Source: an optimization exercise on an open RTL-to-GDS flow (aim: small area, a short achievable clock period and few clock cycles per item). Production flows keep margins and buffers that such runs may drop. The RTL of this run was laid out without a check of its function. No activity file was given, so power comes from the tool's default toggle rates.

File: design/flow/config.mk
export PLATFORM = sky130hd
export DESIGN_NAME = longest_ordered_trail_dp
export DESIGN_NICKNAME = longest_ordered_trail_dp
export VERILOG_FILES = /design/flow/design.v
export SDC_FILE = /design/flow/constraint.sdc
export NUM_CORES = 4
export LEC_CHECK = 0
export CAP_MARGIN = 20
export CORE_MARGIN = 2
export CORE_UTILIZATION = 30
export SETUP_SLACK_MARGIN = 3.3
export SLEW_MARGIN = 20
File: design/flow/constraint.sdc
create_clock -name core_clock -period 5.5 [get_ports {clk_i}]
set_input_delay 1.1000 -clock core_clock [delete_from_list [all_inputs] [get_ports {clk_i}]]
set_output_delay 1.1000 -clock core_clock [all_outputs]
set_load 0.01 [all_outputs]
File: design/flow/design.v
`timescale 1ns / 1ps
`default_nettype none
package lotd_pkg;
  localparam int VerticesDef   = 64;
  localparam int LengthBitsDef = 12;
  localparam int EndW          = 6;
  localparam int LongestW      = 12;
endpackage
`default_nettype wire
`timescale 1ns / 1ps
`default_nettype none
module lotd_ctrl (
  input  wire logic clk_i,
  input  wire logic rst_ni,
  input  wire logic start_i,
  output logic      v1_o,
  output logic      v2_o,
  output logic      init_o,
  output logic      busy_o,
  output logic      done_o
);
  logic v1_q, v2_q, done_q, init_q;
  always_ff @(posedge clk_i or negedge rst_ni) begin
    if (!rst_ni) begin
      v1_q   <= 1'b0;
      v2_q   <= 1'b0;
      done_q <= 1'b0;
      init_q <= 1'b1;
    end else begin
      v1_q   <= start_i;
      v2_q   <= v1_q;
      done_q <= v2_q;
      init_q <= 1'b0;
    end
  end
  assign v1_o   = v1_q;
  assign v2_o   = v2_q;
  assign init_o = init_q;
  assign busy_o = 1'b0;
  assign done_o = done_q;
endmodule
`default_nettype wire
`timescale 1ns / 1ps
`default_nettype none
module lotd_dpath #(
  parameter int Vertices   = lotd_pkg::VerticesDef,
  parameter int LengthBits = lotd_pkg::LengthBitsDef
) (
  input  wire logic                       clk_i,
  input  wire logic                       rst_ni,
  input  wire logic                       v1_i,
  input  wire logic                       v2_i,
  input  wire logic                       init_i,
  input  wire logic                       cmd_in_i,
  input  wire logic [lotd_pkg::EndW-1:0]  end_a_i,
  input  wire logic [lotd_pkg::EndW-1:0]  end_b_i,
  output logic [lotd_pkg::LongestW-1:0]   longest_length_o,
  output logic                            saturated_o
);
  localparam int AW = lotd_pkg::EndW;
  localparam int LW = LengthBits;
  localparam logic [LW-1:0] LenMax = '1;
  logic [LW-1:0] mem [Vertices];
  logic                c1_q;
  logic [AW-1:0]       a1_q, b1_q;
  logic [Vertices-1:0] sa1_q, sb1_q;                       
  logic                e2_aa_q, e2_ab_q, e2_ba_q, e2_bb_q;   
  logic                e3_aa_q, e3_ab_q, e3_ba_q, e3_bb_q;   
  logic                c2_q;
  logic [AW-1:0]       a2_q, b2_q;
  logic [LW-1:0]       la2_q, lb2_q;
  logic                wa3_q, wb3_q, clr3_q;
  logic [AW-1:0]       a3_q, b3_q;
  logic [LW-1:0]       wd3_q;
  logic [LW-1:0]       run_q, out_q;
  logic                sat_q, osat_q;
  function automatic logic [LW-1:0] sat_inc(input logic [LW-1:0] v);
    sat_inc = (v == LenMax) ? v : v + 1'b1;
  endfunction
  logic          edge2, clr2, a_ge_b, b_ge_a, wa, wb, grow;
  logic [LW-1:0] inc_a, inc_b, incm, run_d;
  logic          sat_d;
  assign edge2  = v2_i & c2_q;
  assign clr2   = v2_i & ~c2_q;
  assign a_ge_b = la2_q >= lb2_q;
  assign b_ge_a = lb2_q >= la2_q;
  assign inc_a  = sat_inc(la2_q);
  assign inc_b  = sat_inc(lb2_q);
  assign incm   = a_ge_b ? inc_a : inc_b;
  assign wa     = edge2 & b_ge_a;
  assign wb     = edge2 & a_ge_b;
  assign grow   = edge2 & ((la2_q == run_q) | (lb2_q == run_q));
  always_comb begin
    run_d = run_q;
    sat_d = sat_q;
    if (clr2) begin
      run_d = '0;
      sat_d = 1'b0;
    end else if (grow) begin
      run_d = sat_inc(run_q);
      sat_d = sat_q | (&run_q[LW-1:1]);
    end
  end
  always_ff @(posedge clk_i or negedge rst_ni) begin
    if (!rst_ni) begin
      run_q  <= '0;
      sat_q  <= 1'b0;
      wa3_q  <= 1'b0;
      wb3_q  <= 1'b0;
      clr3_q <= 1'b0;
    end else begin
      run_q  <= run_d;
      sat_q  <= sat_d;
      wa3_q  <= wa;
      wb3_q  <= wb;
      clr3_q <= clr2;
    end
  end
  always_ff @(posedge clk_i) begin
    out_q  <= run_d;
    osat_q <= sat_d;
    a3_q   <= a2_q;
    b3_q   <= b2_q;
    wd3_q  <= clr2 ? '0 : incm;
  end
  always_ff @(posedge clk_i) begin
    for (int v = 0; v < Vertices; v++) begin
      if (init_i || clr3_q || (wa3_q && a3_q == AW'(v)) || (wb3_q && b3_q == AW'(v))) begin
        mem[v] <= init_i ? '0 : wd3_q;
      end
    end
  end
  logic          p3_a, p3_b, hit_a, hit_b;
  logic [LW-1:0] rd_a, rd_b, la_fwd, lb_fwd;
  always_comb begin
    rd_a = '0;
    rd_b = '0;
    for (int v = 0; v < Vertices; v++) begin
      rd_a = rd_a | (mem[v] & {LW{sa1_q[v]}});
      rd_b = rd_b | (mem[v] & {LW{sb1_q[v]}});
    end
  end
  assign p3_a   = clr3_q | (wa3_q & e3_aa_q) | (wb3_q & e3_ab_q);
  assign p3_b   = clr3_q | (wa3_q & e3_ba_q) | (wb3_q & e3_bb_q);
  assign hit_a  = (wa & e2_aa_q) | (wb & e2_ab_q);
  assign hit_b  = (wa & e2_ba_q) | (wb & e2_bb_q);
  assign la_fwd = clr2 ? '0 : (hit_a ? incm : (p3_a ? wd3_q : rd_a));
  assign lb_fwd = clr2 ? '0 : (hit_b ? incm : (p3_b ? wd3_q : rd_b));
  always_ff @(posedge clk_i) begin
    c1_q    <= cmd_in_i;
    a1_q    <= end_a_i;
    b1_q    <= end_b_i;
    sa1_q   <= Vertices'(1) << end_a_i;
    sb1_q   <= Vertices'(1) << end_b_i;
    e2_aa_q <= end_a_i == a1_q;
    e2_ab_q <= end_a_i == b1_q;
    e2_ba_q <= end_b_i == a1_q;
    e2_bb_q <= end_b_i == b1_q;
    e3_aa_q <= end_a_i == a2_q;
    e3_ab_q <= end_a_i == b2_q;
    e3_ba_q <= end_b_i == a2_q;
    e3_bb_q <= end_b_i == b2_q;
    c2_q    <= c1_q;
    a2_q    <= a1_q;
    b2_q    <= b1_q;
    la2_q   <= la_fwd;
    lb2_q   <= lb_fwd;
  end
  assign longest_length_o = lotd_pkg::LongestW'(out_q);
  assign saturated_o      = osat_q;
endmodule
`default_nettype wire
`timescale 1ns / 1ps
`default_nettype none
module longest_ordered_trail_dp #(
  parameter int VERTICES    = lotd_pkg::VerticesDef,
  parameter int LENGTH_BITS = lotd_pkg::LengthBitsDef
) (
  input  wire logic                          clk_i,
  input  wire logic                          rst_ni,
  input  wire logic                          start,
  output logic                               busy,
  input  wire logic                          cmd_i,
  input  wire logic [lotd_pkg::EndW-1:0]     end_a_i,
  input  wire logic [lotd_pkg::EndW-1:0]     end_b_i,
  output logic                               done_o,
  output logic [lotd_pkg::LongestW-1:0]      longest_length_o,
  output logic                               saturated_o
);
  logic v1, v2, init;
  lotd_ctrl u_ctrl (
    .clk_i  (clk_i),
    .rst_ni (rst_ni),
    .start_i(start),
    .v1_o   (v1),
    .v2_o   (v2),
    .init_o (init),
    .busy_o (busy),
    .done_o (done_o)
  );
  lotd_dpath #(
    .Vertices  (VERTICES),
    .LengthBits(LENGTH_BITS)
  ) u_dpath (
    .clk_i           (clk_i),
    .rst_ni          (rst_ni),
    .v1_i            (v1),
    .v2_i            (v2),
    .init_i          (init),
    .cmd_in_i        (cmd_i),
    .end_a_i         (end_a_i),
    .end_b_i         (end_b_i),
    .longest_length_o(longest_length_o),
    .saturated_o     (saturated_o)
  );
endmodule
`default_nettype wire
File: design/flow/run.sh
#!/bin/bash
# synth_recipe.tcl (not shown) runs the flow's synth.tcl, then flattens the netlist and writes it again
# the make line also repeats each setting of config.mk as NAME=value (left out here)
make -C /OpenROAD-flow-scripts/flow DESIGN_CONFIG=/design/flow/config.mk WORK_HOME=/design/flow/orfs CLKGATE_MAP_FILE= SYNTH_SCRIPT=/design/flow/synth_recipe.tcl finish
==> run notes <==
-- layout make-up --
cell class | instances | area (µm²) | area share
Clock buffer | 140 | 3045 | 0.05810
Clock inverter | 71 | 777.0 | 0.01482
Antenna cell | 52 | 130.1 | 0.002482
Sequential cell | 1011 | 28310 | 0.5401
Timing Repair Buffer | 355 | 3752 | 0.07158
Tap cell | 1781 | 2228 | 0.04251
Inverter | 17 | 73.82 | 0.001408
Multi-Input combinational cell | 1702 | 14100 | 0.2690
-- critical path, delay by kind of cell, from the launching register on --
kind                   cells  cell delay, ns
and+or+nand+nor            2            0.96
AOI/OAI and AO/OA          2            0.57
DFF                        1            0.43
buffers and inverters      2            0.31
muxes                      1            0.29
-- layout by cell type (no fill, tap or decap), types with 13 or more instances in the layout --
cell,count
edfxtp_1,768
a22oi_1,506
buf_4,202
nand4_1,189
nor2_1,149
a22o_1,125
clkbuf_16,116
dfxtp_1,101
a221oi_1,85
dfxtp_2,78
buf_6,68
diode_2,52
dfxtp_4,44
buf_12,42
nand2_1,41
a221oi_2,40
nor3_1,39
xor2_1,37
xnor2_1,37
nand3_1,28
a221o_4,28
a221o_2,26
o21ai_0,25
a21oi_1,24
clkinv_2,24
nand2b_1,22
nor4_4,20
mux2_2,20
a21oi_2,17
clkbuf_1,17
clkinv_1,16
bufinv_16,13
-- per-layer routing --
| metal | track usage | vias to the layer above | wire length (µm) |
|---|---|---|---|
| li1 | - | 12835 | - |
| met1 | 0.4895 | 19632 | 103500 |
| met2 | 0.5491 | 4857 | 116300 |
| met3 | 0.2205 | 1666 | 46980 |
| met4 | 0.3544 | 22 | 33150 |
| met5 | 0 | - | 214 |
-- cells in the mapped netlist (5+ instances only) --
| cell type | instances | area share |
|---|---|---|
| xnor2_1 | 37 | 0.0079 |
| a22o_1 | 129 | 0.028 |
| dfrtp_1 | 19 | 0.012 |
| a22oi_1 | 510 | 0.093 |
| a21oi_1 | 46 | 0.0056 |
| nor4_1 | 27 | 0.0041 |
| nand3_1 | 30 | 0.0037 |
| edfxtp_1 | 768 | 0.56 |
| o21ai_0 | 35 | 0.0043 |
| nand2_1 | 45 | 0.0041 |
| nor3_1 | 54 | 0.0066 |
| xor2_1 | 41 | 0.0088 |
| nor2b_1 | 22 | 0.0034 |
| nand4_1 | 189 | 0.029 |
| and3_1 | 11 | 0.0017 |
| clkbuf_1 | 175 | 0.016 |
| a31oi_1 | 5 | 0.00076 |
| mux2i_1 | 9 | 0.0022 |
| a221o_1 | 64 | 0.016 |
| mux2_2 | 25 | 0.0069 |
| nand2b_1 | 22 | 0.0034 |
| ha_1 | 15 | 0.0046 |
| nor2_1 | 163 | 0.015 |
| buf_1 | 14 | 0.0013 |
| and4_1 | 7 | 0.0015 |
| a221oi_1 | 131 | 0.028 |
| or2_2 | 11 | 0.0017 |
| o31ai_1 | 7 | 0.0013 |
| buf_6 | 5 | 0.0014 |
| dfxtp_1 | 223 | 0.11 |
| inv_1 | 17 | 0.0016 |
-- worst paths after layout --
kind	start	cells after the start	to
hold / removal	rst_ni	1	u_dpath.run_q[10]$_DFF_PN0_
setup / recovery	u_dpath.wa3_q$_DFF_PN0_	7	u_dpath.lb2_q[8]$_SDFF_PP0_
min in group core_clock	u_dpath.c1_q$_DFF_P_	0	u_dpath.c2_q$_DFF_P_
hold reg to reg	u_dpath.c1_q$_DFF_P_	0	u_dpath.c2_q$_DFF_P_
max in group asynchronous	rst_ni	1	u_dpath.wb3_q$_DFF_PN0_
setup reg to reg	u_dpath.wa3_q$_DFF_PN0_	7	u_dpath.lb2_q[8]$_SDFF_PP0_
-- through the flow --
step	setup slack, ns	cell area, µm²	utilization	std cells	power [mW]
CTS	3.046	50780	0.3749	5016	22.03
detailed placement	1.719	44810	0.3308	4724	13.66
floorplan	2.821	41090	-	2928	11.61
global route	2.813	52290	0.3860	5078	22.88
finish	2.798	52420	0.3870	5129	22.70
global placement	1.559	44320	0.3271	4706	13.69
-- cell families after synthesis --
family,count (synthesis)
adder cells (fa/ha/maj),15
multiplexers,34
flip-flops,1011
AND/OR/NAND/NOR,605
XOR/XNOR,78
buffers and inverters,219
AO/OA/AOI/OAI,964
other,1
-- power by group through the flow --
stage                     registers [mW]  clock network, mW  logic (mW)
after floorplan                     10.5                  0        1.07
after global placement              11.5                  0        2.18
after detailed placement            11.4                  0        2.23
after CTS                           11.3               8.00        2.74
after global routing                11.4               8.27        3.18
final                               11.5               8.03        3.19
-- sequential cells by signal (all words and copies together), names as in the netlist, 6 cells and up --
register and count:
u_dpath.b1_q 6, u_dpath.sb1_q 64, u_dpath.b2_q 6, u_dpath.mem 768
u_dpath.sa1_q 64, u_dpath.a2_q 6, u_dpath.la2_q 12, u_dpath.run_q 12
u_dpath.a3_q 6, u_dpath.out_q 12, u_dpath.a1_q 6, u_dpath.wd3_q 12
u_dpath.lb2_q 12, u_dpath.b3_q 6
-- timing repair --
action | in CTS | in global routing
pin swaps | 68 | 84
buffers inserted | 78 | 59
gates cloned | 3 | 2
gates resized for setup | 396 | 194
setup endpoints to repair | 873 | 425
==> impl_results.md <==
- Crit path max fanout: 4
- First-pass GRT wire length: 373000 µm
- Hold-fix buffers, CTS: 0
- Die height: 373.6 µm
- Outcome: no timing/DRC/antenna violations
- GR Overflow Total: 0
- Final Hold Slack: 0.2701 ns
- Power Internal: 15.51 mW
- Synth Area in Adders: 0.004580
- FF-to-FF setup slack: 2.80 ns
- CP Launch Type: register
- Simple-gate area share of the yosys netlist: 0.07899
- Worst VDD drop: 0.2536 mV
- # fillers: 12749
- Buffers on Ports: 29
- Area grow syn2layout: 27.93%
- TritonCTS clock tree: done
- Post-synthesis sequential area ratio: 0.6840
- # rows: 135
- Drt drc: 0
- Fin. Hold Viols: 0
- Element type at the critical path end: register
- Complex-gate fraction of the synthesized area: 0.1850
- GRT Overall Usage: 0.4161
- Global placer's final weighted congestion: 1.051
- Top FF cell, synth: edfxtp_1
- Worst-margin pin slew: 1.147 ns
- Largest family of logic cells by synthesized area: compound AO/OA/AOI/OAI gates
- Die area: 139600 µm²
- Clock skew: 0.04627 ns
- Unrepaired setup endpoints after global routing: true
- Crit path time final: 2.702 ns
- Clock network latency to the later pin of the worst-skew pair: 0.79 ns
- Largest net degree at the start of global routing: 65
- Setup tns final: 0 ns
- Multiplexer share of the synthesized area: 0.009069
- Synth Instances: 2927
- Post-synthesis register bit count: 1011
- Post-Synth XOR/XNOR Area: 0.01667
- Final Max Slew Viols: 0
- CTS Root Cell: clkbuf_16
- Routed wire length: 300100 µm
- Drt first pass iters: 8
- Via/cell ratio: 7.606
- Routed length per instance: 58.51 µm
- CP required: 6.16 ns
- Max-Cap Viols: 0
- Crit path max-delay cell type: nor4_4
- Sw Pwr: 7.188 mW
- Netlist cell types: 67
- Remaining antenna violation count: 0
- TritonCTS Sinks: 1011
- Routed vias: 39012
- Syn. warnings: 3
- Sequential Power Share: 0.506
- Core area: 135500 µm²
- DP HPWL: 187200 µm
- Initial antenna violation count: 44
- Netlist Area Pre-Place: 40980 µm²
- DRT iter0 DRCs: 8458
- PD cells: 433.1 nW/µm²
- Synthesized area per cell: 14.00 µm²
- CP max stage delay: 0.81 ns
- Peak Freq: 370.1 MHz
- CP arrival: 3.36 ns
- Sw frac: 0.3166
- Share of cells above drive strength 1: 0.2952
- Period utilisation layout: 0.4912
- Hold Path Class: in2async
- CTS buffer count: 112
- Final Setup Violations: 0
- Clock power frac: 0.354
- Reg clk slew, reported paths: 0.06 ns
- CP Cell Sequence: a221oi_4 -> buf_6 -> buf_12 -> nand4_1 -> nor4_4 -> a21oi_1 -> mux2_2
- EDFF count, synth: 768
- Bufs on Longest Clock Path: 3
- Logic pwr share: 0.140
- Worst rel slew slack: 0.2275
- Die X: 373.6 µm
- Async S/R FF share, synth: 0.01978
- # IOs: 31
- # H-tree levels: 3
- Crit path kind: reg2reg
- Final-stage net count: 3230
- Vias in the first global route: 34216
- P_leak: 18.35 nW
- Initial core utilization: 0.3025

## separate check: timing with driven ports
The results above use ideal ports. As a check the final layout listed here was re-extracted and re-timed, cells and wires unchanged. Step 1: set_driving_cell puts a clkbuf_16 on clk_i and a buf_2 on each other input, an assumption about the parent block. Step 2 times the ports against the registers' clock, not the clock port: input delays grow and output delays shrink by t, the midpoint of the rising clock arrivals with the driver on. Slacks: ideal / step 1 / step 2; pairs: ideal / step 1.
t, ns: 0.840
setup slack, ns: 2.798 / 2.798 / 2.551
hold WS [ns]: 0.270 / 0.224 / 0.334
clock arrival spread, ns: 0.058 / 0.057
worst data-port slew with drivers (ns): 0.06
After both steps this run still meets setup and hold. For this run, drivers alone change the setup slack by 0.000 ns; drivers and shift together by -0.247 ns.
